From an optimization exercise on the open Yosys and OpenROAD flow, aimed at small area, a short achievable clock period and few clock cycles per item; shortcuts taken in it are not production practice. The RTL was checked by simulation tests, not by an equivalence proof against the original design. Power figures rest on the tool's default switching activity, not on a simulated workload.

Setup of job 6688:
==> flow/design.v (excerpt) <==
module indexed_ordered_list (
    input  logic        i_clk,
    input  logic        i_rst_n,
    input  logic        s_axis_tvalid,
    output logic        s_axis_tready,
    input  logic [47:0] s_axis_tdata,    
    output logic        m_axis_tvalid,
    input  logic        m_axis_tready,
    output logic [47:0] m_axis_tdata     
);
For scale: about 7,900 cells after synthesis.
Settings: LEC_CHECK=0, CAP_MARGIN=20, CORE_MARGIN=2, CORE_UTILIZATION=54, CTS_CLUSTER_DIAMETER=100, CTS_CLUSTER_SIZE=25, SETUP_SLACK_MARGIN=3.4, SLEW_MARGIN=20; clock period 6.0 ns.
run.sh (not shown) runs the stock make flow with config.mk's settings and CLKGATE_MAP_FILE= SYNTH_SCRIPT=/design/flow/synth_recipe.tcl, a recipe that flattens the netlist after the stock synthesis.
The flow did not stop early for job 6688: all stages ran, and the layout cleared the timing, DRC and antenna checks.
Testbench counts of job 6688, summed over its fixed seeds: cycles 20,024, items 20,000.
Here is what was changed in the inputs of job 1839 compared with job 6688.
Settings: swapping 3.4 for 3.35 in SETUP_SLACK_MARGIN; swapping 54 for 45 in CORE_UTILIZATION.
Results
Job 1839 did not stop at any stage, and its layout met the timing, DRC and antenna checks.
Looking at part of the cycle the worst path needs, job 1839 sits 1.8 points above job 6688.
The clock transition time at the flip-flop clock pins of the worst setup and hold paths of job 1839 and that of job 6688 are within noise of each other.
Job 1839 vs job 6688 — overall global routing resource usage dropped 7.8 points.
In the metrics for job 1839 and job 6688, the one carrying the lower number of well taps is job 6688.
Re number of nets in the layout: job 1839 is about 0.54% down on job 6688.
The following lists how job 859 was set up differently from job 1839:
Settings: CORE_UTILIZATION: 45 -> 52; SETUP_SLACK_MARGIN: 3.35 -> 3.3.
Results
Job 859 vs job 1839: post-route standard cell area excluding fillers down. On job 859: global-route wire length before repair is 0.31% lower than what job 1839 gave. Top achievable clock speed: lower on job 1839. Between job 859 and job 1839, the clock transition at the registers of the reported paths does not differ in any meaningful way. Job 859 against job 1839: floorplan die area went down about 13%, number of non-clock buffers in the layout went down 58, wire length held, logic gate share of total power went down 0.6 points. The timing startpoint of the critical path comes out u_ctrl.r1_oh[19] in one run and u_ctrl.r1_oh[38] in the other, namely in job 1839 and job 859 respectively.
Relative to job 859, the following input files were edited for job 2827:
Settings: swapping 52 for 56 in CORE_UTILIZATION.
==> comparison <==
Final layout net count ends up higher on job 2827. Total chip power delta (job 859 -> job 2827): insignificant. Taking job 859 as the reference point, the area added between synthesis and finish of job 2827 rises by 0.16 points.
Input-level comparison between job 8705 and job 2827:
Settings: CORE_UTILIZATION now 45, was 56; SETUP_SLACK_MARGIN now 3.1, was 3.3.
Notes after the runs:
- Between job 8705 and job 2827, the required arrival time at the worst endpoint is lower for job 2827.
- Job 8705: logic depth of the worst register-to-register path 1 below job 2827
- Cmp job 8705 and job 2827 / global-route usage / lower: job 8705
- From job 2827 to job 8705 the numbers moved as follows: number of vias per cell after detailed routing now smaller, final area now smaller.
- Job 8705 falls short of job 2827 in minimum period implied by the final worst setup slack.
- Taking job 2827 as the reference, in job 8705 critical path depth shrank by 1, detailed-routed wire length on met2 shrank by 7300 um, clock power held steady.
- Sort job 8705 and job 2827 by sequential group share of total power, descending, and job 8705 comes first.
- Count of inserted antenna diode cells, job 8705 and job 2827: higher on job 2827
Input changes introduced in job 9910 (baseline for comparison: job 8705):
Settings: setting PLACE_DENSITY to 0.65 for the first time; changing SETUP_SLACK_MARGIN from 3.1 to 3.2; changing CORE_UTILIZATION from 45 to 52.
Notes after the runs:
Summary: worst-case register-to-register setup slack, job 9910 better than job 8705
Job 9910 vs job 8705 — relative contribution of the clock network to total power dropped 0.7 points.
[compare] base=job 8705 new=job 9910: initial cell density of the core moved up, total routing usage reported by global routing moved up.
The diode insertion count for antenna repair reported for job 9910 is greater than that of job 8705 by 4.
NOTE first-pass GRT wire length job 8705->job 9910 increased slightly
Of job 9910 and job 8705, job 8705 shows the higher signal arrival time at the worst endpoint, with job 9910 below it.
Across both runs, power was higher for job 9910 than for job 8705.
Looking only at number of cells traversed by the worst register-to-register path, and setting everything else aside, the lower value of job 9910 and job 8705 goes to job 8705.

* * *

lane 3:
Starting RTL as in the previous note.
clock: 6.0 ns
lec_check: 0
cap_margin: 20
core_margin: 2
core_utilization: 50
cts_cluster_diameter: 100
cts_cluster_size: 25
setup_slack_margin: 3.3
slew_margin: 20
Testbench counts of lane 3, summed over its fixed seeds: cycles 20,024, items 20,000.
Modified inputs, lane 2 compared to lane 3
Settings: a change of CORE_UTILIZATION from 50 to 52; a change of SETUP_SLACK_MARGIN from 3.3 to 3.2.
Results
Lane 2: no failed stages, no open violations at the end. When lane 2 is measured against lane 3, its clock-buffer cell count turns out 1.3% lower. Last weighted congestion value of the routability-driven placer is higher on lane 3. Looking at lane 3 and lane 2, the final-report setup violation count is a wash.

* * *

indexed_ordered_list, a different RTL version from the one above (not shown whole).
Size: roughly 2600 flip-flops, ~100 I/O pins, ~110000 sq um of cells after synthesis.
==> flow/design.v (excerpt) <==
module indexed_ordered_list (
    input  logic        i_clk,
    input  logic        i_rst_n,
    input  logic        s_axis_tvalid,
    output logic        s_axis_tready,
    input  logic [47:0] s_axis_tdata,    
    output logic        m_axis_tvalid,
    input  logic        m_axis_tready,
    output logic [47:0] m_axis_tdata     
);
Settings: LEC_CHECK=0, CAP_MARGIN=20, CORE_MARGIN=2, CORE_UTILIZATION=50, SETUP_SLACK_MARGIN=3.0, SLEW_MARGIN=20; clock period 6.0 ns.
The first run died in 5_1_grt, error GRT-0232.
Testbench counts at the start, summed over its fixed seeds: cycles 20,024, items 20,000.
Change:
Settings changed: CORE_UTILIZATION 50 to 40, SETUP_SLACK_MARGIN 3.0 to default.
This time the run produced a clean layout.
Synthesized cell count stays the same.
Area after synthesis is unchanged.

-- separate check: timing with driven ports --
The flow's constraints put no driver on any port. The routed layouts listed below were extracted and timed again, unchanged, in two steps. Step 1 sets driving cells, clkbuf_16 on the clock port and buf_2 on the other inputs (assumed; they add their load-dependent delay and slew). Step 2 moves the port delays by t, midway between the first and last clock arrival at a register: inputs arrive t later, outputs are due t later. That takes back most of the time a late clock gives input paths. a / b / c = ideal ports / drivers / drivers and shift; a / b = the first two.
run | t, ns | setup slack, ns | hold WS [ns]
job 6688 | 0.969 | 3.192 / 3.101 / 2.400 | 0.348 / 0.348 / 0.348
job 1839 | 0.964 | 3.086 / 3.086 / 2.449 | 0.348 / 0.348 / 0.348
job 859 | 0.928 | 3.178 / 3.165 / 2.439 | 0.344 / 0.344 / 0.344
job 2827 | 0.941 | 3.112 / 3.112 / 2.401 | 0.351 / 0.351 / 0.351
job 8705 | 0.948 | 3.042 / 3.032 / 2.257 | 0.353 / 0.353 / 0.353
job 9910 | 0.946 | 3.091 / 3.091 / 2.368 | 0.351 / 0.351 / 0.351
lane 3 | 0.925 | 3.114 / 3.114 / 2.387 | 0.349 / 0.349 / 0.349
lane 2 | 0.943 | 3.138 / 3.135 / 2.379 | 0.345 / 0.345 / 0.345
the second run of note 3 | 0.996 | 0.789 / 0.789 / 0.789 | 0.475 / 0.475 / 0.475
After both steps every run listed still meets setup and hold. The setup slack of job 6688, which loses most, moves by -0.091 ns with the drivers and by -0.792 ns with both steps.
